This is an optimization exercise on Yosys and OpenROAD, whose aim is small area, a short achievable clock period and few clock cycles per item, not a production implementation. In this exercise RTL edits were held to simulation tests only and were not proved equivalent to the original.

## flow/design.v (module list and top-level ports; edited modules follow where they fit)
// module tns_enc_s0: 436 lines
// module tns_enc_s1: 348 lines
// module tns_enc_s2: 139 lines
// module tns_link_top: 127 lines
module tns_link_top (
    input  logic        clock,
    input  logic        rst_n,
    input  logic        in_valid,
    input  logic [23:0] in_data,
    input  logic        out_credit,
    output logic        in_credit,
    output logic        out_valid,
    output logic [27:0] out_code,
    output logic [23:0] out_data
);
  // ...
==> flow/run.sh <==
#!/bin/bash
# synth_recipe.tcl (not shown) runs the flow's synth.tcl, then flattens the netlist and writes it again
# the make line also repeats each setting of config.mk as NAME=value (left out here)
make -C /OpenROAD-flow-scripts/flow DESIGN_CONFIG=/design/flow/config.mk WORK_HOME=/design/flow/orfs CLKGATE_MAP_FILE= SYNTH_SCRIPT=/design/flow/synth_recipe.tcl finish
==> flow/config.mk <==
export PLATFORM = sky130hd
export DESIGN_NAME = tns_link_top
export DESIGN_NICKNAME = tns_link_top
export VERILOG_FILES = /design/flow/design.v
export SDC_FILE = /design/flow/constraint.sdc
export NUM_CORES = 4
export LEC_CHECK = 0
export ABC_AREA = 1
export CAP_MARGIN = 20
export CORE_MARGIN = 2
export CORE_UTILIZATION = 40
export SLEW_MARGIN = 20
==> flow/constraint.sdc <==
create_clock -name core_clock -period 45.0 [get_ports {clock}]
set_input_delay 9.0000 -clock core_clock [delete_from_list [all_inputs] [get_ports {clock}]]
set_output_delay 9.0000 -clock core_clock [all_outputs]
set_load 0.01 [all_outputs]
==> results.ini, run 1 <==
[place]
place_hpwl_um = 20200
dp.cells = 2186

[logic_synthesis]
ys_ff_latch = 194
post-synth-top-count-cell = nand2_1
synth_fa_ha_area_share_pct = 3.40

[sta]
timing.final.ws_setup_ns = 31.00
rsz0062_at_grt = false
skew_ns = 0.0188

[floorplan]
die_area_um2 = 34400
start_util_pct = 40.5
io_pins = 82

[cells_and_area]
seq_area_share_pct = 38.0
largest_class = multi-input combinational cells
antenna_cells = 0
flops_and_latches = 194
finish.utilization_pct = 46.2
nClkBuffers = 17

[worst_setup_path]
cp_slowest_cell = edfxtp_1
path_class = reg2reg
arrival_ns = 14.17
crit_start = a_d[1]
cp-endpoint = r1[1]
start_kind = flop

[global_route]
grt-busiest-layer = met2
overflow = 0

[detailed_routing]
drc_errors = 0
highest_layer = met4

[clock_network]
clkTransAtPathRegs_ns = 0.08

[run_status]
status = complete, no violations

Testbench counts, summed over its fixed seeds: cycles 5,535, words 4,800.
==> module tns_enc_s0, before the edit <==
module tns_enc_s0 (
    input  logic [23:0] rem_i,
    input  logic [8:0] hist,
    output logic [18:0] rem_o,
    output logic [27:20] code_o
);
    wire b27_1 = ~rem_i[0];
    wire b27_2 = ~rem_i[1] | b27_1;
    wire b27_3 = ~rem_i[2] | b27_2;
    wire b27_4 = ~rem_i[3] | b27_3;
    wire b27_5 = ~rem_i[4] | b27_4;
    wire b27_6 = ~rem_i[5] | b27_5;
    wire b27_7 = ~rem_i[6] | b27_6;
    wire b27_8 = ~rem_i[7] & b27_7;
    wire b27_9 = ~rem_i[8] | b27_8;
    wire b27_10 = ~rem_i[9] | b27_9;
    wire b27_11 = ~rem_i[10] | b27_10;
    wire b27_12 = ~rem_i[11] & b27_11;
    wire b27_13 = ~rem_i[12] & b27_12;
    wire b27_14 = ~rem_i[13] | b27_13;
    wire b27_15 = ~rem_i[14] & b27_14;
    wire b27_16 = ~rem_i[15] | b27_15;
    wire b27_17 = ~rem_i[16] & b27_16;
    wire b27_18 = ~rem_i[17] | b27_17;
    wire b27_19 = ~rem_i[18] & b27_18;
    wire b27_20 = ~rem_i[19] & b27_19;
    wire b27_21 = ~rem_i[20] | b27_20;
    wire b27_22 = ~rem_i[21] | b27_21;
    wire b27_23 = ~rem_i[22] | b27_22;
    wire b27_24 = ~rem_i[23] | b27_23;
    wire ge27 = ~b27_24;
    assign code_o[27] = ge27;
    wire [23:0] r27;
    assign r27[0] = rem_i[0] ^ code_o[27];
    assign r27[1] = rem_i[1] ^ (code_o[27] & (~b27_1));
    assign r27[2] = rem_i[2] ^ (code_o[27] & (~b27_2));
    assign r27[3] = rem_i[3] ^ (code_o[27] & (~b27_3));
    assign r27[4] = rem_i[4] ^ (code_o[27] & (~b27_4));
    assign r27[5] = rem_i[5] ^ (code_o[27] & (~b27_5));
    assign r27[6] = rem_i[6] ^ (code_o[27] & (~b27_6));
    assign r27[7] = rem_i[7] ^ (code_o[27] & (b27_7));
    assign r27[8] = rem_i[8] ^ (code_o[27] & (~b27_8));
    assign r27[9] = rem_i[9] ^ (code_o[27] & (~b27_9));
    assign r27[10] = rem_i[10] ^ (code_o[27] & (~b27_10));
    assign r27[11] = rem_i[11] ^ (code_o[27] & (b27_11));
    assign r27[12] = rem_i[12] ^ (code_o[27] & (b27_12));
    assign r27[13] = rem_i[13] ^ (code_o[27] & (~b27_13));
    assign r27[14] = rem_i[14] ^ (code_o[27] & (b27_14));
    assign r27[15] = rem_i[15] ^ (code_o[27] & (~b27_15));
    assign r27[16] = rem_i[16] ^ (code_o[27] & (b27_16));
    assign r27[17] = rem_i[17] ^ (code_o[27] & (~b27_17));
    assign r27[18] = rem_i[18] ^ (code_o[27] & (b27_18));
    assign r27[19] = rem_i[19] ^ (code_o[27] & (b27_19));
    assign r27[20] = rem_i[20] ^ (code_o[27] & (~b27_20));
    assign r27[21] = rem_i[21] ^ (code_o[27] & (~b27_21));
    assign r27[22] = rem_i[22] ^ (code_o[27] & (~b27_22));
    assign r27[23] = rem_i[23] ^ (code_o[27] & (~b27_23));
    wire b26_5 = ~r27[4];
    wire b26_6 = ~r27[5] | b26_5;
    wire b26_7 = ~r27[6] & b26_6;
    wire b26_8 = ~r27[7] | b26_7;
    wire b26_9 = ~r27[8] | b26_8;
    wire b26_10 = ~r27[9] & b26_9;
    wire b26_11 = ~r27[10] | b26_10;
    wire b26_12 = ~r27[11] | b26_11;
    wire b26_13 = ~r27[12] & b26_12;
    wire b26_14 = ~r27[13] | b26_13;
    wire b26_15 = ~r27[14] | b26_14;
    wire b26_16 = ~r27[15] | b26_15;
    wire b26_17 = ~r27[16] | b26_16;
    wire b26_18 = ~r27[17] | b26_17;
    wire b26_19 = ~r27[18] & b26_18;
    wire b26_20 = ~r27[19] & b26_19;
    wire b26_21 = ~r27[20] & b26_20;
    wire b26_22 = ~r27[21] & b26_21;
    wire b26_23 = ~r27[22] & b26_22;
    wire b26_24 = ~r27[23] | b26_23;
    wire ge26 = ~b26_24;
    wire a26_g1 = r27[0] | 1'b1;
    wire a26_g2 = r27[1] | a26_g1;
    wire a26_g3 = r27[2] | a26_g2;
    wire a26_g4 = r27[3] | a26_g3;
    wire a26_g5 = r27[4] & a26_g4;
    wire a26_g6 = r27[5] & a26_g5;
    wire a26_g7 = r27[6] & a26_g6;
    wire a26_g8 = r27[7] & a26_g7;
    wire a26_g9 = r27[8] | a26_g8;
    wire a26_g10 = r27[9] | a26_g9;
    wire a26_g11 = r27[10] | a26_g10;
    wire a26_g12 = r27[11] | a26_g11;
    wire a26_g13 = r27[12] & a26_g12;
    wire a26_g14 = r27[13] & a26_g13;
    wire a26_g15 = r27[14] | a26_g14;
    wire a26_g16 = r27[15] | a26_g15;
    wire a26_g17 = r27[16] & a26_g16;
    wire a26_g18 = r27[17] | a26_g17;
    wire a26_g19 = r27[18] & a26_g18;
    wire a26_g20 = r27[19] & a26_g19;
    wire a26_g21 = r27[20] & a26_g20;
    wire a26_g22 = r27[21] | a26_g21;
    wire a26_g23 = r27[22] | a26_g22;
    wire a26_g24 = r27[23] & a26_g23;
    assign code_o[26] = ge26 & (hist[8] | a26_g24);
    wire [23:0] r26;
    assign r26[0] = r27[0];
    assign r26[1] = r27[1];
    assign r26[2] = r27[2];
    assign r26[3] = r27[3];
    assign r26[4] = r27[4] ^ code_o[26];
    assign r26[5] = r27[5] ^ (code_o[26] & (~b26_5));
    assign r26[6] = r27[6] ^ (code_o[26] & (b26_6));
    assign r26[7] = r27[7] ^ (code_o[26] & (~b26_7));
    assign r26[8] = r27[8] ^ (code_o[26] & (~b26_8));
    assign r26[9] = r27[9] ^ (code_o[26] & (b26_9));
    assign r26[10] = r27[10] ^ (code_o[26] & (~b26_10));
    assign r26[11] = r27[11] ^ (code_o[26] & (~b26_11));
    assign r26[12] = r27[12] ^ (code_o[26] & (b26_12));
    assign r26[13] = r27[13] ^ (code_o[26] & (~b26_13));
    assign r26[14] = r27[14] ^ (code_o[26] & (~b26_14));
    assign r26[15] = r27[15] ^ (code_o[26] & (~b26_15));
    assign r26[16] = r27[16] ^ (code_o[26] & (~b26_16));
    assign r26[17] = r27[17] ^ (code_o[26] & (~b26_17));
    assign r26[18] = r27[18] ^ (code_o[26] & (b26_18));
    assign r26[19] = r27[19] ^ (code_o[26] & (b26_19));
    assign r26[20] = r27[20] ^ (code_o[26] & (b26_20));
    assign r26[21] = r27[21] ^ (code_o[26] & (b26_21));
    assign r26[22] = r27[22] ^ (code_o[26] & (b26_22));
    assign r26[23] = r27[23] ^ (code_o[26] & (~b26_23));
    wire b25_2 = ~r26[1];
    wire b25_3 = ~r26[2] & b25_2;
    wire b25_4 = ~r26[3] & b25_3;
    wire b25_5 = ~r26[4] & b25_4;
    wire b25_6 = ~r26[5] | b25_5;
    wire b25_7 = ~r26[6] | b25_6;
    wire b25_8 = ~r26[7] & b25_7;
    wire b25_9 = ~r26[8] & b25_8;
    wire b25_10 = ~r26[9] | b25_9;
    wire b25_11 = ~r26[10] & b25_10;
    wire b25_12 = ~r26[11] | b25_11;
    wire b25_13 = ~r26[12] | b25_12;
    wire b25_14 = ~r26[13] | b25_13;
    wire b25_15 = ~r26[14] & b25_14;
    wire b25_16 = ~r26[15] | b25_15;
    wire b25_17 = ~r26[16] | b25_16;
    wire b25_18 = ~r26[17] | b25_17;
    wire b25_19 = ~r26[18] | b25_18;
    wire b25_20 = ~r26[19] & b25_19;
    wire b25_21 = ~r26[20] & b25_20;
    wire b25_22 = ~r26[21] & b25_21;
    wire b25_23 = ~r26[22] | b25_22;
    wire b25_24 = ~r26[23] & b25_23;
    wire ge25 = ~b25_24;
    assign code_o[25] = ge25;
    wire [22:0] r25;
    assign r25[0] = r26[0];
    assign r25[1] = r26[1] ^ code_o[25];
    assign r25[2] = r26[2] ^ (code_o[25] & (b25_2));
    assign r25[3] = r26[3] ^ (code_o[25] & (b25_3));
    assign r25[4] = r26[4] ^ (code_o[25] & (b25_4));
    assign r25[5] = r26[5] ^ (code_o[25] & (~b25_5));
    assign r25[6] = r26[6] ^ (code_o[25] & (~b25_6));
    assign r25[7] = r26[7] ^ (code_o[25] & (b25_7));
    assign r25[8] = r26[8] ^ (code_o[25] & (b25_8));
    assign r25[9] = r26[9] ^ (code_o[25] & (~b25_9));
    assign r25[10] = r26[10] ^ (code_o[25] & (b25_10));
    assign r25[11] = r26[11] ^ (code_o[25] & (~b25_11));
    assign r25[12] = r26[12] ^ (code_o[25] & (~b25_12));
    assign r25[13] = r26[13] ^ (code_o[25] & (~b25_13));
    assign r25[14] = r26[14] ^ (code_o[25] & (b25_14));
    assign r25[15] = r26[15] ^ (code_o[25] & (~b25_15));
    assign r25[16] = r26[16] ^ (code_o[25] & (~b25_16));
    assign r25[17] = r26[17] ^ (code_o[25] & (~b25_17));
    assign r25[18] = r26[18] ^ (code_o[25] & (~b25_18));
    assign r25[19] = r26[19] ^ (code_o[25] & (b25_19));
    assign r25[20] = r26[20] ^ (code_o[25] & (b25_20));
    assign r25[21] = r26[21] ^ (code_o[25] & (b25_21));
    assign r25[22] = r26[22] ^ (code_o[25] & (~b25_22));
    wire b24_1 = ~r25[0];
    wire b24_2 = ~r25[1] & b24_1;
    wire b24_3 = ~r25[2] | b24_2;
    wire b24_4 = ~r25[3] | b24_3;
    wire b24_5 = ~r25[4] & b24_4;
    wire b24_6 = ~r25[5] | b24_5;
    wire b24_7 = ~r25[6] | b24_6;
    wire b24_8 = ~r25[7] & b24_7;
    wire b24_9 = ~r25[8] | b24_8;
    wire b24_10 = ~r25[9] | b24_9;
    wire b24_11 = ~r25[10] | b24_10;
    wire b24_12 = ~r25[11] | b24_11;
    wire b24_13 = ~r25[12] | b24_12;
    wire b24_14 = ~r25[13] | b24_13;
    wire b24_15 = ~r25[14] | b24_14;
    wire b24_16 = ~r25[15] | b24_15;
    wire b24_17 = ~r25[16] & b24_16;
    wire b24_18 = ~r25[17] | b24_17;
    wire b24_19 = ~r25[18] | b24_18;
    wire b24_20 = ~r25[19] & b24_19;
    wire b24_21 = ~r25[20] & b24_20;
    wire b24_22 = ~r25[21] | b24_21;
    wire b24_23 = ~r25[22] & b24_22;
    wire ge24 = ~b24_23;
    assign code_o[24] = ge24;
    wire [21:0] r24;
    assign r24[0] = r25[0] ^ code_o[24];
    assign r24[1] = r25[1] ^ (code_o[24] & (b24_1));
    assign r24[2] = r25[2] ^ (code_o[24] & (~b24_2));
    assign r24[3] = r25[3] ^ (code_o[24] & (~b24_3));
    assign r24[4] = r25[4] ^ (code_o[24] & (b24_4));
    assign r24[5] = r25[5] ^ (code_o[24] & (~b24_5));
    assign r24[6] = r25[6] ^ (code_o[24] & (~b24_6));
    assign r24[7] = r25[7] ^ (code_o[24] & (b24_7));
    assign r24[8] = r25[8] ^ (code_o[24] & (~b24_8));
    assign r24[9] = r25[9] ^ (code_o[24] & (~b24_9));
    assign r24[10] = r25[10] ^ (code_o[24] & (~b24_10));
    assign r24[11] = r25[11] ^ (code_o[24] & (~b24_11));
    assign r24[12] = r25[12] ^ (code_o[24] & (~b24_12));
    assign r24[13] = r25[13] ^ (code_o[24] & (~b24_13));
    assign r24[14] = r25[14] ^ (code_o[24] & (~b24_14));
    assign r24[15] = r25[15] ^ (code_o[24] & (~b24_15));
    assign r24[16] = r25[16] ^ (code_o[24] & (b24_16));
    assign r24[17] = r25[17] ^ (code_o[24] & (~b24_17));
    assign r24[18] = r25[18] ^ (code_o[24] & (~b24_18));
    assign r24[19] = r25[19] ^ (code_o[24] & (b24_19));
    assign r24[20] = r25[20] ^ (code_o[24] & (b24_20));
    assign r24[21] = r25[21] ^ (code_o[24] & (~b24_21));
    wire b23_1 = ~r24[0];
    wire b23_2 = ~r24[1] & b23_1;
    wire b23_3 = ~r24[2] & b23_2;
    wire b23_4 = ~r24[3] & b23_3;
    wire b23_5 = ~r24[4] & b23_4;
    wire b23_6 = ~r24[5] | b23_5;
    wire b23_7 = ~r24[6] | b23_6;
    wire b23_8 = ~r24[7] | b23_7;
    wire b23_9 = ~r24[8] | b23_8;
    wire b23_10 = ~r24[9] | b23_9;
    wire b23_11 = ~r24[10] & b23_10;
    wire b23_12 = ~r24[11] & b23_11;
    wire b23_13 = ~r24[12] | b23_12;
    wire b23_14 = ~r24[13] | b23_13;
    wire b23_15 = ~r24[14] & b23_14;
    wire b23_16 = ~r24[15] & b23_15;
    wire b23_17 = ~r24[16] | b23_16;
    wire b23_18 = ~r24[17] & b23_17;
    wire b23_19 = ~r24[18] | b23_18;
    wire b23_20 = ~r24[19] & b23_19;
    wire b23_21 = ~r24[20] | b23_20;
    wire b23_22 = ~r24[21] & b23_21;
    wire ge23 = ~b23_22;
    wire a23_g1 = r24[0] | 1'b1;
    wire a23_g2 = r24[1] | a23_g1;
    wire a23_g3 = r24[2] | a23_g2;
    wire a23_g4 = r24[3] | a23_g3;
    wire a23_g5 = r24[4] | a23_g4;
    wire a23_g6 = r24[5] | a23_g5;
    wire a23_g7 = r24[6] & a23_g6;
    wire a23_g8 = r24[7] | a23_g7;
    wire a23_g9 = r24[8] & a23_g8;
    wire a23_g10 = r24[9] & a23_g9;
    wire a23_g11 = r24[10] | a23_g10;
    wire a23_g12 = r24[11] | a23_g11;
    wire a23_g13 = r24[12] | a23_g12;
    wire a23_g14 = r24[13] | a23_g13;
    wire a23_g15 = r24[14] & a23_g14;
    wire a23_g16 = r24[15] | a23_g15;
    wire a23_g17 = r24[16] & a23_g16;
    wire a23_g18 = r24[17] | a23_g17;
    wire a23_g19 = r24[18] | a23_g18;
    wire a23_g20 = r24[19] & a23_g19;
    wire a23_g21 = r24[20] & a23_g20;
    wire a23_g22 = r24[21] | a23_g21;
    assign code_o[23] = ge23 & (hist[7] | a23_g22);
    wire [20:0] r23;
    assign r23[0] = r24[0] ^ code_o[23];
    assign r23[1] = r24[1] ^ (code_o[23] & (b23_1));
    assign r23[2] = r24[2] ^ (code_o[23] & (b23_2));
    assign r23[3] = r24[3] ^ (code_o[23] & (b23_3));
    assign r23[4] = r24[4] ^ (code_o[23] & (b23_4));
    assign r23[5] = r24[5] ^ (code_o[23] & (~b23_5));
    assign r23[6] = r24[6] ^ (code_o[23] & (~b23_6));
    assign r23[7] = r24[7] ^ (code_o[23] & (~b23_7));
    assign r23[8] = r24[8] ^ (code_o[23] & (~b23_8));
    assign r23[9] = r24[9] ^ (code_o[23] & (~b23_9));
    assign r23[10] = r24[10] ^ (code_o[23] & (b23_10));
    assign r23[11] = r24[11] ^ (code_o[23] & (b23_11));
    assign r23[12] = r24[12] ^ (code_o[23] & (~b23_12));
    assign r23[13] = r24[13] ^ (code_o[23] & (~b23_13));
    assign r23[14] = r24[14] ^ (code_o[23] & (b23_14));
    assign r23[15] = r24[15] ^ (code_o[23] & (b23_15));
    assign r23[16] = r24[16] ^ (code_o[23] & (~b23_16));
    assign r23[17] = r24[17] ^ (code_o[23] & (b23_17));
    assign r23[18] = r24[18] ^ (code_o[23] & (~b23_18));
    assign r23[19] = r24[19] ^ (code_o[23] & (b23_19));
    assign r23[20] = r24[20] ^ (code_o[23] & (~b23_20));
    wire b22_3 = ~r23[2];
    wire b22_4 = ~r23[3] & b22_3;
    wire b22_5 = ~r23[4] | b22_4;
    wire b22_6 = ~r23[5] & b22_5;
    wire b22_7 = ~r23[6] & b22_6;
    wire b22_8 = ~r23[7] & b22_7;
    wire b22_9 = ~r23[8] | b22_8;
    wire b22_10 = ~r23[9] | b22_9;
    wire b22_11 = ~r23[10] | b22_10;
    wire b22_12 = ~r23[11] & b22_11;
    wire b22_13 = ~r23[12] & b22_12;
    wire b22_14 = ~r23[13] & b22_13;
    wire b22_15 = ~r23[14] & b22_14;
    wire b22_16 = ~r23[15] | b22_15;
    wire b22_17 = ~r23[16] | b22_16;
    wire b22_18 = ~r23[17] | b22_17;
    wire b22_19 = ~r23[18] & b22_18;
    wire b22_20 = ~r23[19] | b22_19;
    wire b22_21 = ~r23[20] & b22_20;
    wire ge22 = ~b22_21;
    assign code_o[22] = ge22;
    wire [19:0] r22;
    assign r22[0] = r23[0];
    assign r22[1] = r23[1];
    assign r22[2] = r23[2] ^ code_o[22];
    assign r22[3] = r23[3] ^ (code_o[22] & (b22_3));
    assign r22[4] = r23[4] ^ (code_o[22] & (~b22_4));
    assign r22[5] = r23[5] ^ (code_o[22] & (b22_5));
    assign r22[6] = r23[6] ^ (code_o[22] & (b22_6));
    assign r22[7] = r23[7] ^ (code_o[22] & (b22_7));
    assign r22[8] = r23[8] ^ (code_o[22] & (~b22_8));
    assign r22[9] = r23[9] ^ (code_o[22] & (~b22_9));
    assign r22[10] = r23[10] ^ (code_o[22] & (~b22_10));
    assign r22[11] = r23[11] ^ (code_o[22] & (b22_11));
    assign r22[12] = r23[12] ^ (code_o[22] & (b22_12));
    assign r22[13] = r23[13] ^ (code_o[22] & (b22_13));
    assign r22[14] = r23[14] ^ (code_o[22] & (b22_14));
    assign r22[15] = r23[15] ^ (code_o[22] & (~b22_15));
    assign r22[16] = r23[16] ^ (code_o[22] & (~b22_16));
    assign r22[17] = r23[17] ^ (code_o[22] & (~b22_17));
    assign r22[18] = r23[18] ^ (code_o[22] & (b22_18));
    assign r22[19] = r23[19] ^ (code_o[22] & (~b22_19));
    wire b21_4 = ~r22[3];
    wire b21_5 = ~r22[4] | b21_4;
    wire b21_6 = ~r22[5] | b21_5;
    wire b21_7 = ~r22[6] | b21_6;
    wire b21_8 = ~r22[7] & b21_7;
    wire b21_9 = ~r22[8] & b21_8;
    wire b21_10 = ~r22[9] & b21_9;
    wire b21_11 = ~r22[10] | b21_10;
    wire b21_12 = ~r22[11] & b21_11;
    wire b21_13 = ~r22[12] & b21_12;
    wire b21_14 = ~r22[13] & b21_13;
    wire b21_15 = ~r22[14] | b21_14;
    wire b21_16 = ~r22[15] & b21_15;
    wire b21_17 = ~r22[16] & b21_16;
    wire b21_18 = ~r22[17] | b21_17;
    wire b21_19 = ~r22[18] | b21_18;
    wire b21_20 = ~r22[19] & b21_19;
    wire ge21 = ~b21_20;
    assign code_o[21] = ge21;
    wire [18:0] r21;
    assign r21[0] = r22[0];
    assign r21[1] = r22[1];
    assign r21[2] = r22[2];
    assign r21[3] = r22[3] ^ code_o[21];
    assign r21[4] = r22[4] ^ (code_o[21] & (~b21_4));
    assign r21[5] = r22[5] ^ (code_o[21] & (~b21_5));
    assign r21[6] = r22[6] ^ (code_o[21] & (~b21_6));
    assign r21[7] = r22[7] ^ (code_o[21] & (b21_7));
    assign r21[8] = r22[8] ^ (code_o[21] & (b21_8));
    assign r21[9] = r22[9] ^ (code_o[21] & (b21_9));
    assign r21[10] = r22[10] ^ (code_o[21] & (~b21_10));
    assign r21[11] = r22[11] ^ (code_o[21] & (b21_11));
    assign r21[12] = r22[12] ^ (code_o[21] & (b21_12));
    assign r21[13] = r22[13] ^ (code_o[21] & (b21_13));
    assign r21[14] = r22[14] ^ (code_o[21] & (~b21_14));
    assign r21[15] = r22[15] ^ (code_o[21] & (b21_15));
    assign r21[16] = r22[16] ^ (code_o[21] & (b21_16));
    assign r21[17] = r22[17] ^ (code_o[21] & (~b21_17));
    assign r21[18] = r22[18] ^ (code_o[21] & (~b21_18));
    wire b20_1 = ~r21[0];
    wire b20_2 = ~r21[1] & b20_1;
    wire b20_3 = ~r21[2] | b20_2;
    wire b20_4 = ~r21[3] & b20_3;
    wire b20_5 = ~r21[4] | b20_4;
    wire b20_6 = ~r21[5] & b20_5;
    wire b20_7 = ~r21[6] | b20_6;
    wire b20_8 = ~r21[7] & b20_7;
    wire b20_9 = ~r21[8] & b20_8;
    wire b20_10 = ~r21[9] & b20_9;
    wire b20_11 = ~r21[10] & b20_10;
    wire b20_12 = ~r21[11] | b20_11;
    wire b20_13 = ~r21[12] & b20_12;
    wire b20_14 = ~r21[13] | b20_13;
    wire b20_15 = ~r21[14] | b20_14;
    wire b20_16 = ~r21[15] & b20_15;
    wire b20_17 = ~r21[16] | b20_16;
    wire b20_18 = ~r21[17] | b20_17;
    wire b20_19 = ~r21[18] & b20_18;
    wire ge20 = ~b20_19;
    wire a20_g1 = r21[0] & 1'b1;
    wire a20_g2 = r21[1] & a20_g1;
    wire a20_g3 = r21[2] & a20_g2;
    wire a20_g4 = r21[3] & a20_g3;
    wire a20_g5 = r21[4] & a20_g4;
    wire a20_g6 = r21[5] | a20_g5;
    wire a20_g7 = r21[6] & a20_g6;
    wire a20_g8 = r21[7] | a20_g7;
    wire a20_g9 = r21[8] & a20_g8;
    wire a20_g10 = r21[9] & a20_g9;
    wire a20_g11 = r21[10] & a20_g10;
    wire a20_g12 = r21[11] & a20_g11;
    wire a20_g13 = r21[12] | a20_g12;
    wire a20_g14 = r21[13] | a20_g13;
    wire a20_g15 = r21[14] | a20_g14;
    wire a20_g16 = r21[15] | a20_g15;
    wire a20_g17 = r21[16] | a20_g16;
    wire a20_g18 = r21[17] | a20_g17;
    wire a20_g19 = r21[18] & a20_g18;
    assign code_o[20] = ge20 & (hist[6] | a20_g19);
    wire [18:0] r20;
    assign r20[0] = r21[0] ^ code_o[20];
    assign r20[1] = r21[1] ^ (code_o[20] & (b20_1));
    assign r20[2] = r21[2] ^ (code_o[20] & (~b20_2));
    assign r20[3] = r21[3] ^ (code_o[20] & (b20_3));
    assign r20[4] = r21[4] ^ (code_o[20] & (~b20_4));
    assign r20[5] = r21[5] ^ (code_o[20] & (b20_5));
    assign r20[6] = r21[6] ^ (code_o[20] & (~b20_6));
    assign r20[7] = r21[7] ^ (code_o[20] & (b20_7));
    assign r20[8] = r21[8] ^ (code_o[20] & (b20_8));
    assign r20[9] = r21[9] ^ (code_o[20] & (b20_9));
    assign r20[10] = r21[10] ^ (code_o[20] & (b20_10));
    assign r20[11] = r21[11] ^ (code_o[20] & (~b20_11));
    assign r20[12] = r21[12] ^ (code_o[20] & (b20_12));
    assign r20[13] = r21[13] ^ (code_o[20] & (~b20_13));
    assign r20[14] = r21[14] ^ (code_o[20] & (~b20_14));
    assign r20[15] = r21[15] ^ (code_o[20] & (b20_15));
    assign r20[16] = r21[16] ^ (code_o[20] & (~b20_16));
    assign r20[17] = r21[17] ^ (code_o[20] & (~b20_17));
    assign r20[18] = r21[18] ^ (code_o[20] & (b20_18));
    assign rem_o = r20;
endmodule
==> module tns_enc_s2, before the edit <==
module tns_enc_s2 (
    input  logic [9:0] rem_i,
    input  logic [8:0] hist,
    output logic [9:0] code_o
);
    wire b9_2 = ~rem_i[1];
    wire b9_3 = ~rem_i[2] & b9_2;
    wire b9_4 = ~rem_i[3] & b9_3;
    wire b9_5 = ~rem_i[4] | b9_4;
    wire b9_6 = ~rem_i[5] & b9_5;
    wire b9_7 = ~rem_i[6] & b9_6;
    wire b9_8 = ~rem_i[7] & b9_7;
    wire b9_9 = ~rem_i[8] | b9_8;
    wire b9_10 = ~rem_i[9] & b9_9;
    wire ge9 = ~b9_10;
    assign code_o[9] = ge9;
    wire [8:0] r9;
    assign r9[0] = rem_i[0];
    assign r9[1] = rem_i[1] ^ code_o[9];
    assign r9[2] = rem_i[2] ^ (code_o[9] & (b9_2));
    assign r9[3] = rem_i[3] ^ (code_o[9] & (b9_3));
    assign r9[4] = rem_i[4] ^ (code_o[9] & (~b9_4));
    assign r9[5] = rem_i[5] ^ (code_o[9] & (b9_5));
    assign r9[6] = rem_i[6] ^ (code_o[9] & (b9_6));
    assign r9[7] = rem_i[7] ^ (code_o[9] & (b9_7));
    assign r9[8] = rem_i[8] ^ (code_o[9] & (~b9_8));
    wire b8_1 = ~r9[0];
    wire b8_2 = ~r9[1] & b8_1;
    wire b8_3 = ~r9[2] | b8_2;
    wire b8_4 = ~r9[3] & b8_3;
    wire b8_5 = ~r9[4] | b8_4;
    wire b8_6 = ~r9[5] & b8_5;
    wire b8_7 = ~r9[6] & b8_6;
    wire b8_8 = ~r9[7] | b8_7;
    wire b8_9 = ~r9[8] & b8_8;
    wire ge8 = ~b8_9;
    wire a8_g1 = r9[0] & 1'b1;
    wire a8_g2 = r9[1] | a8_g1;
    wire a8_g3 = r9[2] | a8_g2;
    wire a8_g4 = r9[3] | a8_g3;
    wire a8_g5 = r9[4] & a8_g4;
    wire a8_g6 = r9[5] & a8_g5;
    wire a8_g7 = r9[6] | a8_g6;
    wire a8_g8 = r9[7] & a8_g7;
    wire a8_g9 = r9[8] | a8_g8;
    assign code_o[8] = ge8 & (hist[2] | a8_g9);
    wire [7:0] r8;
    assign r8[0] = r9[0] ^ code_o[8];
    assign r8[1] = r9[1] ^ (code_o[8] & (b8_1));
    assign r8[2] = r9[2] ^ (code_o[8] & (~b8_2));
    assign r8[3] = r9[3] ^ (code_o[8] & (b8_3));
    assign r8[4] = r9[4] ^ (code_o[8] & (~b8_4));
    assign r8[5] = r9[5] ^ (code_o[8] & (b8_5));
    assign r8[6] = r9[6] ^ (code_o[8] & (b8_6));
    assign r8[7] = r9[7] ^ (code_o[8] & (~b8_7));
    wire b7_1 = ~r8[0];
    wire b7_2 = ~r8[1] & b7_1;
    wire b7_3 = ~r8[2] & b7_2;
    wire b7_4 = ~r8[3] & b7_3;
    wire b7_5 = ~r8[4] | b7_4;
    wire b7_6 = ~r8[5] & b7_5;
    wire b7_7 = ~r8[6] | b7_6;
    wire b7_8 = ~r8[7] & b7_7;
    wire ge7 = ~b7_8;
    assign code_o[7] = ge7;
    wire [6:0] r7;
    assign r7[0] = r8[0] ^ code_o[7];
    assign r7[1] = r8[1] ^ (code_o[7] & (b7_1));
    assign r7[2] = r8[2] ^ (code_o[7] & (b7_2));
    assign r7[3] = r8[3] ^ (code_o[7] & (b7_3));
    assign r7[4] = r8[4] ^ (code_o[7] & (~b7_4));
    assign r7[5] = r8[5] ^ (code_o[7] & (b7_5));
    assign r7[6] = r8[6] ^ (code_o[7] & (~b7_6));
    wire b6_3 = ~r7[2];
    wire b6_4 = ~r7[3] | b6_3;
    wire b6_5 = ~r7[4] & b6_4;
    wire b6_6 = ~r7[5] | b6_5;
    wire b6_7 = ~r7[6] & b6_6;
    wire ge6 = ~b6_7;
    assign code_o[6] = ge6;
    wire [5:0] r6;
    assign r6[0] = r7[0];
    assign r6[1] = r7[1];
    assign r6[2] = r7[2] ^ code_o[6];
    assign r6[3] = r7[3] ^ (code_o[6] & (~b6_3));
    assign r6[4] = r7[4] ^ (code_o[6] & (b6_4));
    assign r6[5] = r7[5] ^ (code_o[6] & (~b6_5));
    wire b5_4 = ~r6[3];
    wire b5_5 = ~r6[4] | b5_4;
    wire b5_6 = ~r6[5] & b5_5;
    wire ge5 = ~b5_6;
    wire a5_g1 = r6[0] | 1'b1;
    wire a5_g2 = r6[1] | a5_g1;
    wire a5_g3 = r6[2] & a5_g2;
    wire a5_g4 = r6[3] & a5_g3;
    wire a5_g5 = r6[4] & a5_g4;
    wire a5_g6 = r6[5] | a5_g5;
    assign code_o[5] = ge5 & (hist[1] | a5_g6);
    wire [4:0] r5;
    assign r5[0] = r6[0];
    assign r5[1] = r6[1];
    assign r5[2] = r6[2];
    assign r5[3] = r6[3] ^ code_o[5];
    assign r5[4] = r6[4] ^ (code_o[5] & (~b5_4));
    wire b4_1 = ~r5[0];
    wire b4_2 = ~r5[1] & b4_1;
    wire b4_3 = ~r5[2] | b4_2;
    wire b4_4 = ~r5[3] | b4_3;
    wire b4_5 = ~r5[4] & b4_4;
    wire ge4 = ~b4_5;
    assign code_o[4] = ge4;
    wire [3:0] r4;
    assign r4[0] = r5[0] ^ code_o[4];
    assign r4[1] = r5[1] ^ (code_o[4] & (b4_1));
    assign r4[2] = r5[2] ^ (code_o[4] & (~b4_2));
    assign r4[3] = r5[3] ^ (code_o[4] & (~b4_3));
    wire b3_1 = ~r4[0];
    wire b3_2 = ~r4[1] | b3_1;
    wire b3_3 = ~r4[2] | b3_2;
    wire b3_4 = ~r4[3] & b3_3;
    wire ge3 = ~b3_4;
    assign code_o[3] = ge3;
    wire [2:0] r3;
    assign r3[0] = r4[0] ^ code_o[3];
    assign r3[1] = r4[1] ^ (code_o[3] & (~b3_1));
    assign r3[2] = r4[2] ^ (code_o[3] & (~b3_2));
    wire b2_3 = ~r3[2];
    wire ge2 = ~b2_3;
    assign code_o[2] = ge2;
    wire [1:0] r2;
    assign r2[0] = r3[0];
    assign r2[1] = r3[1];
    wire b1_2 = ~r2[1];
    wire ge1 = ~b1_2;
    assign code_o[1] = ge1;
    wire [0:0] r1;
    assign r1[0] = r2[0];
    assign code_o[0] = r1[0];
endmodule
==> run 2: changes to the inputs <==
--- a/flow/design.v
+++ b/flow/design.v
@@ -31,18 +31,18 @@
         25'd7, 25'd3, 25'd1, 25'd0
     };
 endpackage
 `timescale 1ns/1ps
 `timescale 1ns/1ps
 module tns_enc_s0 (
     input  logic [23:0] rem_i,
     input  logic [8:0] hist,
-    output logic [18:0] rem_o,
-    output logic [27:20] code_o
+    output logic [20:0] rem_o,
+    output logic [27:23] code_o
 );
     wire b27_1 = ~rem_i[0];
     wire b27_2 = ~rem_i[1] | b27_1;
     wire b27_3 = ~rem_i[2] | b27_2;
     wire b27_4 = ~rem_i[3] | b27_3;
     wire b27_5 = ~rem_i[4] | b27_4;
     wire b27_6 = ~rem_i[5] | b27_5;
     wire b27_7 = ~rem_i[6] | b27_6;
@@ -321,58 +321,66 @@
     assign r23[13] = r24[13] ^ (code_o[23] & (~b23_13));
     assign r23[14] = r24[14] ^ (code_o[23] & (b23_14));
     assign r23[15] = r24[15] ^ (code_o[23] & (b23_15));
     assign r23[16] = r24[16] ^ (code_o[23] & (~b23_16));
     assign r23[17] = r24[17] ^ (code_o[23] & (b23_17));
     assign r23[18] = r24[18] ^ (code_o[23] & (~b23_18));
     assign r23[19] = r24[19] ^ (code_o[23] & (b23_19));
     assign r23[20] = r24[20] ^ (code_o[23] & (~b23_20));
-    wire b22_3 = ~r23[2];
-    wire b22_4 = ~r23[3] & b22_3;
-    wire b22_5 = ~r23[4] | b22_4;
-    wire b22_6 = ~r23[5] & b22_5;
-    wire b22_7 = ~r23[6] & b22_6;
-    wire b22_8 = ~r23[7] & b22_7;
-    wire b22_9 = ~r23[8] | b22_8;
-    wire b22_10 = ~r23[9] | b22_9;
-    wire b22_11 = ~r23[10] | b22_10;
-    wire b22_12 = ~r23[11] & b22_11;
-    wire b22_13 = ~r23[12] & b22_12;
-    wire b22_14 = ~r23[13] & b22_13;
-    wire b22_15 = ~r23[14] & b22_14;
-    wire b22_16 = ~r23[15] | b22_15;
-    wire b22_17 = ~r23[16] | b22_16;
-    wire b22_18 = ~r23[17] | b22_17;
-    wire b22_19 = ~r23[18] & b22_18;
-    wire b22_20 = ~r23[19] | b22_19;
-    wire b22_21 = ~r23[20] & b22_20;
+    assign rem_o = r23;
+endmodule
+module tns_enc_s1 (
+    input  logic [20:0] rem_i,
+    input  logic [8:0] hist,
+    output logic [15:0] rem_o,
+    output logic [22:17] code_o
+);
+    wire b22_3 = ~rem_i[2];
+    wire b22_4 = ~rem_i[3] & b22_3;
+    wire b22_5 = ~rem_i[4] | b22_4;
+    wire b22_6 = ~rem_i[5] & b22_5;
+    wire b22_7 = ~rem_i[6] & b22_6;
+    wire b22_8 = ~rem_i[7] & b22_7;
+    wire b22_9 = ~rem_i[8] | b22_8;
+    wire b22_10 = ~rem_i[9] | b22_9;
+    wire b22_11 = ~rem_i[10] | b22_10;
+    wire b22_12 = ~rem_i[11] & b22_11;
+    wire b22_13 = ~rem_i[12] & b22_12;
+    wire b22_14 = ~rem_i[13] & b22_13;
+    wire b22_15 = ~rem_i[14] & b22_14;
+    wire b22_16 = ~rem_i[15] | b22_15;
+    wire b22_17 = ~rem_i[16] | b22_16;
+    wire b22_18 = ~rem_i[17] | b22_17;
+    wire b22_19 = ~rem_i[18] & b22_18;
+    wire b22_20 = ~rem_i[19] | b22_19;
+    wire b22_21 = ~rem_i[20] & b22_20;
     wire ge22 = ~b22_21;
     assign code_o[22] = ge22;
     wire [19:0] r22;
-    assign r22[0] = r23[0];
-    assign r22[1] = r23[1];
-    assign r22[2] = r23[2] ^ code_o[22];
-    assign r22[3] = r23[3] ^ (code_o[22] & (b22_3));
-    assign r22[4] = r23[4] ^ (code_o[22] & (~b22_4));
-    assign r22[5] = r23[5] ^ (code_o[22] & (b22_5));
-    assign r22[6] = r23[6] ^ (code_o[22] & (b22_6));
-    assign r22[7] = r23[7] ^ (code_o[22] & (b22_7));
-    assign r22[8] = r23[8] ^ (code_o[22] & (~b22_8));
-    assign r22[9] = r23[9] ^ (code_o[22] & (~b22_9));
-    assign r22[10] = r23[10] ^ (code_o[22] & (~b22_10));
-    assign r22[11] = r23[11] ^ (code_o[22] & (b22_11));
-    assign r22[12] = r23[12] ^ (code_o[22] & (b22_12));
-    assign r22[13] = r23[13] ^ (code_o[22] & (b22_13));
-    assign r22[14] = r23[14] ^ (code_o[22] & (b22_14));
-    assign r22[15] = r23[15] ^ (code_o[22] & (~b22_15));
-    assign r22[16] = r23[16] ^ (code_o[22] & (~b22_16));
-    assign r22[17] = r23[17] ^ (code_o[22] & (~b22_17));
-    assign r22[18] = r23[18] ^ (code_o[22] & (b22_18));
-    assign r22[19] = r23[19] ^ (code_o[22] & (~b22_19));
+    assign r22[0] = rem_i[0];
+    assign r22[1] = rem_i[1];
+    assign r22[2] = rem_i[2] ^ code_o[22];
+    assign r22[3] = rem_i[3] ^ (code_o[22] & (b22_3));
+    assign r22[4] = rem_i[4] ^ (code_o[22] & (~b22_4));
+    assign r22[5] = rem_i[5] ^ (code_o[22] & (b22_5));
+    assign r22[6] = rem_i[6] ^ (code_o[22] & (b22_6));
+    assign r22[7] = rem_i[7] ^ (code_o[22] & (b22_7));
+    assign r22[8] = rem_i[8] ^ (code_o[22] & (~b22_8));
+    assign r22[9] = rem_i[9] ^ (code_o[22] & (~b22_9));
+    assign r22[10] = rem_i[10] ^ (code_o[22] & (~b22_10));
+    assign r22[11] = rem_i[11] ^ (code_o[22] & (b22_11));
+    assign r22[12] = rem_i[12] ^ (code_o[22] & (b22_12));
+    assign r22[13] = rem_i[13] ^ (code_o[22] & (b22_13));
+    assign r22[14] = rem_i[14] ^ (code_o[22] & (b22_14));
+    assign r22[15] = rem_i[15] ^ (code_o[22] & (~b22_15));
+    assign r22[16] = rem_i[16] ^ (code_o[22] & (~b22_16));
+    assign r22[17] = rem_i[17] ^ (code_o[22] & (~b22_17));
+    assign r22[18] = rem_i[18] ^ (code_o[22] & (b22_18));
+    assign r22[19] = rem_i[19] ^ (code_o[22] & (~b22_19));
     wire b21_4 = ~r22[3];
     wire b21_5 = ~r22[4] | b21_4;
     wire b21_6 = ~r22[5] | b21_5;
     wire b21_7 = ~r22[6] | b21_6;
     wire b21_8 = ~r22[7] & b21_7;
     wire b21_9 = ~r22[8] & b21_8;
     wire b21_10 = ~r22[9] & b21_9;
     wire b21_11 = ~r22[10] | b21_10;
@@ -462,64 +470,56 @@
     assign r20[11] = r21[11] ^ (code_o[20] & (~b20_11));
     assign r20[12] = r21[12] ^ (code_o[20] & (b20_12));
     assign r20[13] = r21[13] ^ (code_o[20] & (~b20_13));
     assign r20[14] = r21[14] ^ (code_o[20] & (~b20_14));
     assign r20[15] = r21[15] ^ (code_o[20] & (b20_15));
     assign r20[16] = r21[16] ^ (code_o[20] & (~b20_16));
     assign r20[17] = r21[17] ^ (code_o[20] & (~b20_17));
     assign r20[18] = r21[18] ^ (code_o[20] & (b20_18));
-    assign rem_o = r20;
-endmodule
-module tns_enc_s1 (
-    input  logic [18:0] rem_i,
-    input  logic [8:0] hist,
-    output logic [9:0] rem_o,
-    output logic [19:10] code_o
-);
-    wire b19_1 = ~rem_i[0];
-    wire b19_2 = ~rem_i[1] | b19_1;
-    wire b19_3 = ~rem_i[2] | b19_2;
-    wire b19_4 = ~rem_i[3] & b19_3;
-    wire b19_5 = ~rem_i[4] & b19_4;
-    wire b19_6 = ~rem_i[5] & b19_5;
-    wire b19_7 = ~rem_i[6] | b19_6;
-    wire b19_8 = ~rem_i[7] & b19_7;
-    wire b19_9 = ~rem_i[8] & b19_8;
-    wire b19_10 = ~rem_i[9] | b19_9;
-    wire b19_11 = ~rem_i[10] & b19_10;
-    wire b19_12 = ~rem_i[11] | b19_11;
-    wire b19_13 = ~rem_i[12] | b19_12;
-    wire b19_14 = ~rem_i[13] & b19_13;
-    wire b19_15 = ~rem_i[14] | b19_14;
-    wire b19_16 = ~rem_i[15] | b19_15;
-    wire b19_17 = ~rem_i[16] | b19_16;
-    wire b19_18 = ~rem_i[17] & b19_17;
-    wire b19_19 = ~rem_i[18] & b19_18;
+    wire b19_1 = ~r20[0];
+    wire b19_2 = ~r20[1] | b19_1;
+    wire b19_3 = ~r20[2] | b19_2;
+    wire b19_4 = ~r20[3] & b19_3;
+    wire b19_5 = ~r20[4] & b19_4;
+    wire b19_6 = ~r20[5] & b19_5;
+    wire b19_7 = ~r20[6] | b19_6;
+    wire b19_8 = ~r20[7] & b19_7;
+    wire b19_9 = ~r20[8] & b19_8;
+    wire b19_10 = ~r20[9] | b19_9;
+    wire b19_11 = ~r20[10] & b19_10;
+    wire b19_12 = ~r20[11] | b19_11;
+    wire b19_13 = ~r20[12] | b19_12;
+    wire b19_14 = ~r20[13] & b19_13;
+    wire b19_15 = ~r20[14] | b19_14;
+    wire b19_16 = ~r20[15] | b19_15;
+    wire b19_17 = ~r20[16] | b19_16;
+    wire b19_18 = ~r20[17] & b19_17;
+    wire b19_19 = ~r20[18] & b19_18;
     wire ge19 = ~b19_19;
     assign code_o[19] = ge19;
     wire [17:0] r19;
-    assign r19[0] = rem_i[0] ^ code_o[19];
-    assign r19[1] = rem_i[1] ^ (code_o[19] & (~b19_1));
-    assign r19[2] = rem_i[2] ^ (code_o[19] & (~b19_2));
-    assign r19[3] = rem_i[3] ^ (code_o[19] & (b19_3));
-    assign r19[4] = rem_i[4] ^ (code_o[19] & (b19_4));
-    assign r19[5] = rem_i[5] ^ (code_o[19] & (b19_5));
-    assign r19[6] = rem_i[6] ^ (code_o[19] & (~b19_6));
-    assign r19[7] = rem_i[7] ^ (code_o[19] & (b19_7));
-    assign r19[8] = rem_i[8] ^ (code_o[19] & (b19_8));
-    assign r19[9] = rem_i[9] ^ (code_o[19] & (~b19_9));
-    assign r19[10] = rem_i[10] ^ (code_o[19] & (b19_10));
-    assign r19[11] = rem_i[11] ^ (code_o[19] & (~b19_11));
-    assign r19[12] = rem_i[12] ^ (code_o[19] & (~b19_12));
-    assign r19[13] = rem_i[13] ^ (code_o[19] & (b19_13));
-    assign r19[14] = rem_i[14] ^ (code_o[19] & (~b19_14));
-    assign r19[15] = rem_i[15] ^ (code_o[19] & (~b19_15));
-    assign r19[16] = rem_i[16] ^ (code_o[19] & (~b19_16));
-    assign r19[17] = rem_i[17] ^ (code_o[19] & (b19_17));
+    assign r19[0] = r20[0] ^ code_o[19];
+    assign r19[1] = r20[1] ^ (code_o[19] & (~b19_1));
+    assign r19[2] = r20[2] ^ (code_o[19] & (~b19_2));
+    assign r19[3] = r20[3] ^ (code_o[19] & (b19_3));
+    assign r19[4] = r20[4] ^ (code_o[19] & (b19_4));
+    assign r19[5] = r20[5] ^ (code_o[19] & (b19_5));
+    assign r19[6] = r20[6] ^ (code_o[19] & (~b19_6));
+    assign r19[7] = r20[7] ^ (code_o[19] & (b19_7));
+    assign r19[8] = r20[8] ^ (code_o[19] & (b19_8));
+    assign r19[9] = r20[9] ^ (code_o[19] & (~b19_9));
+    assign r19[10] = r20[10] ^ (code_o[19] & (b19_10));
+    assign r19[11] = r20[11] ^ (code_o[19] & (~b19_11));
+    assign r19[12] = r20[12] ^ (code_o[19] & (~b19_12));
+    assign r19[13] = r20[13] ^ (code_o[19] & (b19_13));
+    assign r19[14] = r20[14] ^ (code_o[19] & (~b19_14));
+    assign r19[15] = r20[15] ^ (code_o[19] & (~b19_15));
+    assign r19[16] = r20[16] ^ (code_o[19] & (~b19_16));
+    assign r19[17] = r20[17] ^ (code_o[19] & (b19_17));
     wire b18_3 = ~r19[2];
     wire b18_4 = ~r19[3] | b18_3;
     wire b18_5 = ~r19[4] | b18_4;
     wire b18_6 = ~r19[5] & b18_5;
     wire b18_7 = ~r19[6] | b18_6;
     wire b18_8 = ~r19[7] | b18_7;
     wire b18_9 = ~r19[8] | b18_8;
     wire b18_10 = ~r19[9] & b18_9;
@@ -598,50 +598,58 @@
     assign r17[8] = r18[8] ^ (code_o[17] & (b17_8));
     assign r17[9] = r18[9] ^ (code_o[17] & (b17_9));
     assign r17[10] = r18[10] ^ (code_o[17] & (~b17_10));
     assign r17[11] = r18[11] ^ (code_o[17] & (~b17_11));
     assign r17[12] = r18[12] ^ (code_o[17] & (b17_12));
     assign r17[13] = r18[13] ^ (code_o[17] & (b17_13));
     assign r17[14] = r18[14] ^ (code_o[17] & (b17_14));
     assign r17[15] = r18[15] ^ (code_o[17] & (~b17_15));
-    wire b16_1 = ~r17[0];
-    wire b16_2 = ~r17[1] & b16_1;
-    wire b16_3 = ~r17[2] & b16_2;
-    wire b16_4 = ~r17[3] | b16_3;
-    wire b16_5 = ~r17[4] | b16_4;
-    wire b16_6 = ~r17[5] | b16_5;
-    wire b16_7 = ~r17[6] & b16_6;
-    wire b16_8 = ~r17[7] & b16_7;
-    wire b16_9 = ~r17[8] & b16_8;
-    wire b16_10 = ~r17[9] & b16_9;
-    wire b16_11 = ~r17[10] | b16_10;
-    wire b16_12 = ~r17[11] | b16_11;
-    wire b16_13 = ~r17[12] & b16_12;
-    wire b16_14 = ~r17[13] & b16_13;
-    wire b16_15 = ~r17[14] | b16_14;
-    wire b16_16 = ~r17[15] & b16_15;
+    assign rem_o = r17;
+endmodule
+module tns_enc_s2 (
+    input  logic [15:0] rem_i,
+    input  logic [8:0] hist,
+    output logic [9:0] rem_o,
+    output logic [16:10] code_o
+);
+    wire b16_1 = ~rem_i[0];
+    wire b16_2 = ~rem_i[1] & b16_1;
+    wire b16_3 = ~rem_i[2] & b16_2;
+    wire b16_4 = ~rem_i[3] | b16_3;
+    wire b16_5 = ~rem_i[4] | b16_4;
+    wire b16_6 = ~rem_i[5] | b16_5;
+    wire b16_7 = ~rem_i[6] & b16_6;
+    wire b16_8 = ~rem_i[7] & b16_7;
+    wire b16_9 = ~rem_i[8] & b16_8;
+    wire b16_10 = ~rem_i[9] & b16_9;
+    wire b16_11 = ~rem_i[10] | b16_10;
+    wire b16_12 = ~rem_i[11] | b16_11;
+    wire b16_13 = ~rem_i[12] & b16_12;
+    wire b16_14 = ~rem_i[13] & b16_13;
+    wire b16_15 = ~rem_i[14] | b16_14;
+    wire b16_16 = ~rem_i[15] & b16_15;
     wire ge16 = ~b16_16;
     assign code_o[16] = ge16;
     wire [14:0] r16;
-    assign r16[0] = r17[0] ^ code_o[16];
-    assign r16[1] = r17[1] ^ (code_o[16] & (b16_1));
-    assign r16[2] = r17[2] ^ (code_o[16] & (b16_2));
-    assign r16[3] = r17[3] ^ (code_o[16] & (~b16_3));
-    assign r16[4] = r17[4] ^ (code_o[16] & (~b16_4));
-    assign r16[5] = r17[5] ^ (code_o[16] & (~b16_5));
-    assign r16[6] = r17[6] ^ (code_o[16] & (b16_6));
-    assign r16[7] = r17[7] ^ (code_o[16] & (b16_7));
-    assign r16[8] = r17[8] ^ (code_o[16] & (b16_8));
-    assign r16[9] = r17[9] ^ (code_o[16] & (b16_9));
-    assign r16[10] = r17[10] ^ (code_o[16] & (~b16_10));
-    assign r16[11] = r17[11] ^ (code_o[16] & (~b16_11));
-    assign r16[12] = r17[12] ^ (code_o[16] & (b16_12));
-    assign r16[13] = r17[13] ^ (code_o[16] & (b16_13));
-    assign r16[14] = r17[14] ^ (code_o[16] & (~b16_14));
+    assign r16[0] = rem_i[0] ^ code_o[16];
+    assign r16[1] = rem_i[1] ^ (code_o[16] & (b16_1));
+    assign r16[2] = rem_i[2] ^ (code_o[16] & (b16_2));
+    assign r16[3] = rem_i[3] ^ (code_o[16] & (~b16_3));
+    assign r16[4] = rem_i[4] ^ (code_o[16] & (~b16_4));
+    assign r16[5] = rem_i[5] ^ (code_o[16] & (~b16_5));
+    assign r16[6] = rem_i[6] ^ (code_o[16] & (b16_6));
+    assign r16[7] = rem_i[7] ^ (code_o[16] & (b16_7));
+    assign r16[8] = rem_i[8] ^ (code_o[16] & (b16_8));
+    assign r16[9] = rem_i[9] ^ (code_o[16] & (b16_9));
+    assign r16[10] = rem_i[10] ^ (code_o[16] & (~b16_10));
+    assign r16[11] = rem_i[11] ^ (code_o[16] & (~b16_11));
+    assign r16[12] = rem_i[12] ^ (code_o[16] & (b16_12));
+    assign r16[13] = rem_i[13] ^ (code_o[16] & (b16_13));
+    assign r16[14] = rem_i[14] ^ (code_o[16] & (~b16_14));
     wire b15_1 = ~r16[0];
     wire b15_2 = ~r16[1] & b15_1;
     wire b15_3 = ~r16[2] & b15_2;
     wire b15_4 = ~r16[3] & b15_3;
     wire b15_5 = ~r16[4] | b15_4;
     wire b15_6 = ~r16[5] | b15_5;
     wire b15_7 = ~r16[6] | b15_6;
     wire b15_8 = ~r16[7] & b15_7;
@@ -812,17 +820,17 @@
     assign r10[4] = r11[4] ^ (code_o[10] & (~b10_4));
     assign r10[5] = r11[5] ^ (code_o[10] & (~b10_5));
     assign r10[6] = r11[6] ^ (code_o[10] & (~b10_6));
     assign r10[7] = r11[7] ^ (code_o[10] & (~b10_7));
     assign r10[8] = r11[8] ^ (code_o[10] & (~b10_8));
     assign r10[9] = r11[9] ^ (code_o[10] & (b10_9));
     assign rem_o = r10;
 endmodule
-module tns_enc_s2 (
+module tns_enc_s3 (
     input  logic [9:0] rem_i,
     input  logic [8:0] hist,
     output logic [9:0] code_o
 );
     wire b9_2 = ~rem_i[1];
     wire b9_3 = ~rem_i[2] & b9_2;
     wire b9_4 = ~rem_i[3] & b9_3;
     wire b9_5 = ~rem_i[4] | b9_4;
@@ -965,124 +973,156 @@
     input  logic        in_valid,
     input  logic [23:0] in_data,
     input  logic        out_credit,
     output logic        in_credit,
     output logic        out_valid,
     output logic [27:0] out_code,
     output logic [23:0] out_data
 );
-    localparam int CAP = 4;   
+    localparam int CAP = 5;   
     logic        a_v;
     logic [23:0] a_d;
     logic        v1;
     logic [23:0] d1;
-    logic [18:0] r1;
-    logic [27:20] c1;       
-    logic [27:20] cn1;      
-    logic [18:0] rn1;
+    logic [20:0] r1;
+    logic [27:23] c1;       
+    logic [27:23] cn1;      
+    logic [20:0] rn1;
     logic        v2;
     logic [23:0] d2;
-    logic [9:0] r2;
-    logic [27:10] c2;       
-    logic [27:10] cn2;      
-    logic [9:0] rn2;
+    logic [15:0] r2;
+    logic [27:17] c2;       
+    logic [27:17] cn2;      
+    logic [15:0] rn2;
     logic        v3;
     logic [23:0] d3;
-    logic [27:0] c3;       
-    logic [27:0] cn3;      
+    logic [9:0] r3;
+    logic [27:10] c3;       
+    logic [27:10] cn3;      
+    logic [9:0] rn3;
+    logic        v4;
+    logic [23:0] d4;
+    logic [27:0] c4;       
+    logic [27:0] cn4;      
     logic        ov;
     logic [2:0]  ocred;    
     logic [2:0]  xcred;    
     logic [2:0]  rcred;    
     logic        ic;
-    logic free3, free3_n;
-    assign free3 = !v3 || ov;
+    logic free4;
+    assign free4 = !v4 || ov;
+    logic free3;
+    assign free3 = !v3 || free4;
     logic free2;
     assign free2 = !v2 || free3;
     logic free1;
     assign free1 = !v1 || free2;
     logic a_mv;
     assign a_mv = a_v && free1;
     logic mv1;
     assign mv1 = v1 && free2;
     logic mv2;
     assign mv2 = v2 && free3;
+    logic mv3;
+    assign mv3 = v3 && free4;
     logic [8:0] h1;
-    assign h1 = {c1[26], c1[23], c1[20], 1'b0, 1'b0, 1'b0, 1'b0, 1'b0, 1'b0};
-    tns_enc_s0 u_s0 (.rem_i(a_d), .hist(h1), .rem_o(rn1), .code_o(cn1[27:20]));
+    assign h1 = {c1[26], c1[23], 1'b0, 1'b0, 1'b0, 1'b0, 1'b0, 1'b0, 1'b0};
+    tns_enc_s0 u_s0 (.rem_i(a_d), .hist(h1), .rem_o(rn1), .code_o(cn1[27:23]));
     logic [8:0] h2;
-    assign h2 = {c2[26], c2[23], c2[20], c2[17], c2[14], c2[11], 1'b0, 1'b0, 1'b0};
-    tns_enc_s1 u_s1 (.rem_i(r1), .hist(h2), .rem_o(rn2), .code_o(cn2[19:10]));
-    assign cn2[27:20] = c1[27:20];
+    assign h2 = {c2[26], c2[23], c2[20], c2[17], 1'b0, 1'b0, 1'b0, 1'b0, 1'b0};
+    tns_enc_s1 u_s1 (.rem_i(r1), .hist(h2), .rem_o(rn2), .code_o(cn2[22:17]));
+    assign cn2[27:23] = c1[27:23];
     logic [8:0] h3;
-    assign h3 = {c3[26], c3[23], c3[20], c3[17], c3[14], c3[11], c3[8], c3[5], c3[2]};
-    tns_enc_s2 u_s2 (.rem_i(r2), .hist(h3), .code_o(cn3[9:0]));
-    assign cn3[27:10] = c2[27:10];
+    assign h3 = {c3[26], c3[23], c3[20], c3[17], c3[14], c3[11], 1'b0, 1'b0, 1'b0};
+    tns_enc_s2 u_s2 (.rem_i(r2), .hist(h3), .rem_o(rn3), .code_o(cn3[16:10]));
+    assign cn3[27:17] = c2[27:17];
+    logic [8:0] h4;
+    assign h4 = {c4[26], c4[23], c4[20], c4[17], c4[14], c4[11], c4[8], c4[5], c4[2]};
+    tns_enc_s3 u_s3 (.rem_i(r3), .hist(h4), .code_o(cn4[9:0]));
+    assign cn4[27:10] = c3[27:10];
+    logic [2:0] ocred_k, xcred_k, rcred_k;
     logic [2:0] ocred_n, xcred_n, rcred_n;
-    assign ocred_n = ocred - {2'b0, ov} + {2'b0, out_credit};
-    assign xcred_n = xcred + {2'b0, out_credit} - {2'b0, ic};
-    assign rcred_n = rcred + {2'b0, in_valid} - {2'b0, ic};
+    logic       b_next;
+    assign ocred_k = ocred - {2'b0, ov};
+    assign xcred_k = xcred - {2'b0, ic};
+    assign rcred_k = rcred - {2'b0, ic};
+    assign ocred_n = out_credit ? ocred_k + 3'd1 : ocred_k;
+    assign xcred_n = out_credit ? xcred_k + 3'd1 : xcred_k;
+    assign rcred_n = in_valid   ? rcred_k + 3'd1 : rcred_k;
+    assign b_next = mv3 || (v4 && !ov);
     always_ff @(posedge clock or negedge rst_n) begin
         if (!rst_n) begin
             a_v   <= 1'b0;
             v1    <= 1'b0;
             v2    <= 1'b0;
             v3    <= 1'b0;
+            v4    <= 1'b0;
             ov    <= 1'b0;
             ocred <= 3'd4;
             xcred <= 3'(CAP);
             rcred <= 3'd0;
             ic    <= 1'b0;
         end else begin
             a_v   <= in_valid || (a_v && !a_mv);
             v1    <= a_mv || (v1 && !mv1);
             v2    <= mv1 || (v2 && !mv2);
-            v3    <= mv2 || (v3 && !ov);
-            ov    <= (mv2 || (v3 && !ov)) && (ocred_n != 3'd0);
+            v3    <= mv2 || (v3 && !mv3);
+            v4    <= b_next;
+            ov    <= b_next && (out_credit || (ocred_k != 3'd0));
             ocred <= ocred_n;
             xcred <= xcred_n;
             rcred <= rcred_n;
-            ic    <= (xcred_n != 3'd0) && (rcred_n != 3'd0);
+            ic    <= (out_credit || (xcred_k != 3'd0)) && (in_valid || (rcred_k != 3'd0));
         end
     end
-    logic [27:20] cq1;
-    logic [2:0] hq1;    
-    assign c1 = {cq1[27], hq1[2], cq1[25], cq1[24], hq1[1], cq1[22], cq1[21], hq1[0]};
-    logic [27:10] cq2;
-    logic [2:0] hq2;    
-    assign c2 = {cq2[27], cq2[26], cq2[25], cq2[24], cq2[23], cq2[22], cq2[21], cq2[20], cq2[19], cq2[18], hq2[2], cq2[16], cq2[15], hq2[1], cq2[13], cq2[12], hq2[0], cq2[10]};
-    logic [27:0] cq3;
+    logic [27:23] cq1;
+    logic [1:0] hq1;    
+    assign c1 = {cq1[27], hq1[1], cq1[25], cq1[24], hq1[0]};
+    logic [27:17] cq2;
+    logic [1:0] hq2;    
+    assign c2 = {cq2[27], cq2[26], cq2[25], cq2[24], cq2[23], cq2[22], cq2[21], hq2[1], cq2[19], cq2[18], hq2[0]};
+    logic [27:10] cq3;
     logic [1:0] hq3;    
-    assign c3 = {cq3[27], cq3[26], cq3[25], cq3[24], cq3[23], cq3[22], cq3[21], cq3[20], cq3[19], cq3[18], cq3[17], cq3[16], cq3[15], cq3[14], cq3[13], cq3[12], cq3[11], cq3[10], cq3[9], hq3[1], cq3[7], cq3[6], hq3[0], cq3[4], cq3[3], cq3[2], cq3[1], cq3[0]};
+    assign c3 = {cq3[27], cq3[26], cq3[25], cq3[24], cq3[23], cq3[22], cq3[21], cq3[20], cq3[19], cq3[18], cq3[17], cq3[16], cq3[15], hq3[1], cq3[13], cq3[12], hq3[0], cq3[10]};
+    logic [27:0] cq4;
+    logic [1:0] hq4;    
+    assign c4 = {cq4[27], cq4[26], cq4[25], cq4[24], cq4[23], cq4[22], cq4[21], cq4[20], cq4[19], cq4[18], cq4[17], cq4[16], cq4[15], cq4[14], cq4[13], cq4[12], cq4[11], cq4[10], cq4[9], hq4[1], cq4[7], cq4[6], hq4[0], cq4[4], cq4[3], cq4[2], cq4[1], cq4[0]};
     always_ff @(posedge clock) begin
-        if (in_valid) a_d <= in_data;
+        if (!a_v || a_mv) a_d <= in_data;
         if (a_mv) begin
             d1 <= a_d;
             r1 <= rn1;
             cq1 <= cn1;
         end
         if (mv1) begin
             d2 <= d1;
             r2 <= rn2;
             cq2 <= cn2;
         end
         if (mv2) begin
             d3 <= d2;
+            r3 <= rn3;
             cq3 <= cn3;
         end
+        if (mv3) begin
+            d4 <= d3;
+            cq4 <= cn4;
+        end
     end
     always_ff @(posedge clock or negedge rst_n) begin
         if (!rst_n) begin
             hq1 <= '0;
             hq2 <= '0;
             hq3 <= '0;
+            hq4 <= '0;
         end else begin
-            if (a_mv) hq1 <= {cn1[26], cn1[23], cn1[20]};
-            if (mv1) hq2 <= {cn2[17], cn2[14], cn2[11]};
-            if (mv2) hq3 <= {cn3[8], cn3[5]};
+            if (a_mv) hq1 <= {cn1[26], cn1[23]};
+            if (mv1) hq2 <= {cn2[20], cn2[17]};
+            if (mv2) hq3 <= {cn3[14], cn3[11]};
+            if (mv3) hq4 <= {cn4[8], cn4[5]};
         end
     end
     assign in_credit = ic;
     assign out_valid = ov;
-    assign out_code  = c3;
-    assign out_data  = d3;
+    assign out_code  = c4;
+    assign out_data  = d4;
 endmodule
==> flow/flow/run.sh (new file) <==
#!/bin/bash
# The standard layout, with port buffers of a plain buffer cell.
set -euo pipefail
export BUFFER_PORTS_ARGS="-buffer_cell sky130_fd_sc_hd__buf_2"
bash standard.sh finish > standard_flow.log 2>&1
==> flow/standard.sh (new file) <==
#!/bin/bash
# synth_recipe.tcl (not shown) runs the flow's synth.tcl, then flattens the netlist and writes it again
# the make line also repeats each setting of config.mk as NAME=value (left out here)
make -C /OpenROAD-flow-scripts/flow DESIGN_CONFIG=/design/flow/config.mk WORK_HOME=/design/flow/orfs CLKGATE_MAP_FILE= SYNTH_SCRIPT=/design/flow/synth_recipe.tcl "${@:-finish}"
removed: flow/run.sh
==> run 2 against run 1 <==
Against the previous run:
- wire length is 12% higher
- register-to-register slack better by 3.9 ns
- sequential share of layout area is 5.7 points higher
- critical endpoint is now out_valid
- fmax is 38% higher
- still clean
- via count is 9.4% higher
- clock skew is 0.0030 ns lower
- setup slack better by 3.9 ns
- largest cell class is now flip-flops and latches
- worst hold slack better by 0.0027 ns
==> results.ini, run 2 <==
[run_status]
status = complete, no violations  ; unchanged

[worst_setup_path]
crit_start = ov  ; was a_d[1]
start_kind = flop  ; unchanged
path_cells = buf_2
arrival_ns = 1.12  ; was 14.17 ns
cp_slowest_cell = dfrtp_1  ; was edfxtp_1
path_class = reg2out  ; was reg2reg
reg2reg_depth = 65  ; was 110
crit_family = flip-flops  ; was simple AND/OR/NAND/NOR gates
cp-endpoint = out_valid  ; was r1[1]

[cells_and_area]
finish.utilization_pct = 45.3  ; was 46.2%
antenna_cells = 0  ; unchanged
multi_input_area_um2 = 6410  ; was 6360 um2
largest_reg_flops = 26  ; unchanged
final_nets = 1940  ; was 1825
final_common_cell = nand2_1  ; unchanged
final_cell_mix = nand2_1 (614), inv_1 (257), edfxtp_1 (221)  ; was nand2_1 (587), inv_1 (237), edfxtp_1 (171)

[place]
dp.cells = 2314  ; was 2186
place_hpwl_um = 21900  ; was 20200 um

[global_route]
grt_pass1_vias = 10378  ; was 9427
grt-busiest-layer = met2  ; unchanged
overflow = 0  ; unchanged

[detailed_routing]
first_pass_iters = 5  ; unchanged
drc_errors = 0  ; unchanged

[logic_synthesis]
netlist_area_um2 = 14800  ; was 13200 um2
ys_ff_latch = 245  ; was 194
post-synth-top-count-cell = nand2_1  ; unchanged
synth_edf_count = 221  ; was 171
ys_async_sr_fraction_pct = 9.80  ; was 11.9%

[clock_network]
post-cts-setup-buffer-count = 0  ; unchanged
cts-root-buf = clkbuf_16  ; unchanged
clkTransAtPathRegs_ns = 0.06  ; was 0.08 ns
tritoncts = yes  ; unchanged
cts_resized = 0  ; unchanged
numCtsBuffers = 27  ; was 17

[sta]
skew_ns = 0.0158  ; was 0.0188 ns
hold_viol = 0  ; unchanged
rsz0062_at_grt = false  ; unchanged
layout_min_cycle_time_ns = 10.12  ; was 14.00 ns
fin_crit_sh_pct = 22.5  ; was 31.1%
timing.final.ws_setup_ns = 34.88  ; was 31.00 ns

[hold_path]
hold_path_class = reg2reg  ; unchanged
hp-start = d3[4]  ; was d1[6]

[floorplan]
io_pins = 82  ; unchanged
start_util_pct = 40.5  ; about the same
die_area_um2 = 38500  ; was 34400 um2

==> run 2: cell count changes after synthesis, moves of 11 or more <==
cell and delta:
edfxtp_1 +50, nand2_1 +28, inv_1 +20, nor2_1 +20, nand2_2 -11, nand4_1 +11
==> run 2: how the worst min path moves through the flow <==
| stage | cells past startpoint | slack, ns | endpoint |
|---|---|---|---|
| floorplan | 0 | 0.40 | cq2[24] |
| CTS | 0 | 0.42 | cq4[12] |
| finish | 0 | 0.42 | d4[4] |
| detailed placement | 0 | 0.40 | cq4[12] |
| global placement | 0 | 0.40 | d2[13] |
| global route | 0 | 0.42 | d2[8] |
==> run 2: layer usage <==
layer | share of wire, % | up-vias
met5 | 0 | -
met1 | 47 | 5105
met3 | 3.4 | 53
met4 | 2.5 | 0
met2 | 47 | 146
li1 | - | 5911
==> run 2: cell type report <==
| cell class | instances | share of cell area (%) |
|---|---|---|
| flip-flops and latches | 245 | 43.8 |
| multi-input cells | 1251 | 38.7 |
| clock inverters | 14 | 1.07 |
| inverters | 266 | 6.08 |
| clock buffers | 34 | 4.24 |
| well taps | 468 | 3.54 |
| repair buffers | 84 | 2.59 |
==> run 2: logic make-up (layout without fill, tap and decap cells) <==
family | count (synthesis) | after routing | share of synthesized area, %
AO/OA/AOI/OAI | 99 | 99 | 3.81
AND/OR/NAND/NOR | 1009 | 1009 | 29.9
flip-flops | 245 | 245 | 49.0
buffers and inverters | 284 | 398 | 7.84
adder cells (fa/ha/maj) | 37 | 37 | 3.13
XOR/XNOR | 106 | 106 | 6.38
Testbench counts of run 2, summed over its fixed seeds: cycles 5,546, words 4,800.

-- what the ideal ports hide --
In the flow no input, the clock included, has a driving cell. The finished layouts below were timed again as built, in two steps. Step 1: set_driving_cell puts a clkbuf_16 on clock and a buf_2 on each other input, an assumption about the parent block. Step 2 times the ports against the registers' clock, not the clock port: input delays grow and output delays shrink by t, the midpoint of the rising clock arrivals with the driver on. a / b / c = ideal / step 1 / step 2; a / b = the first two.
run | t, ns | setup WS [ns] | worst setup path after step 2 | clock arrival spread, ns
run 1 | 0.481 | 30.999 / 30.999 / 30.999 | register to register | 0.020 / 0.019
run 2 | 0.597 | 34.880 / 34.829 / 34.901 | register to register | 0.017 / 0.017
After both steps every run listed still meets setup and hold.
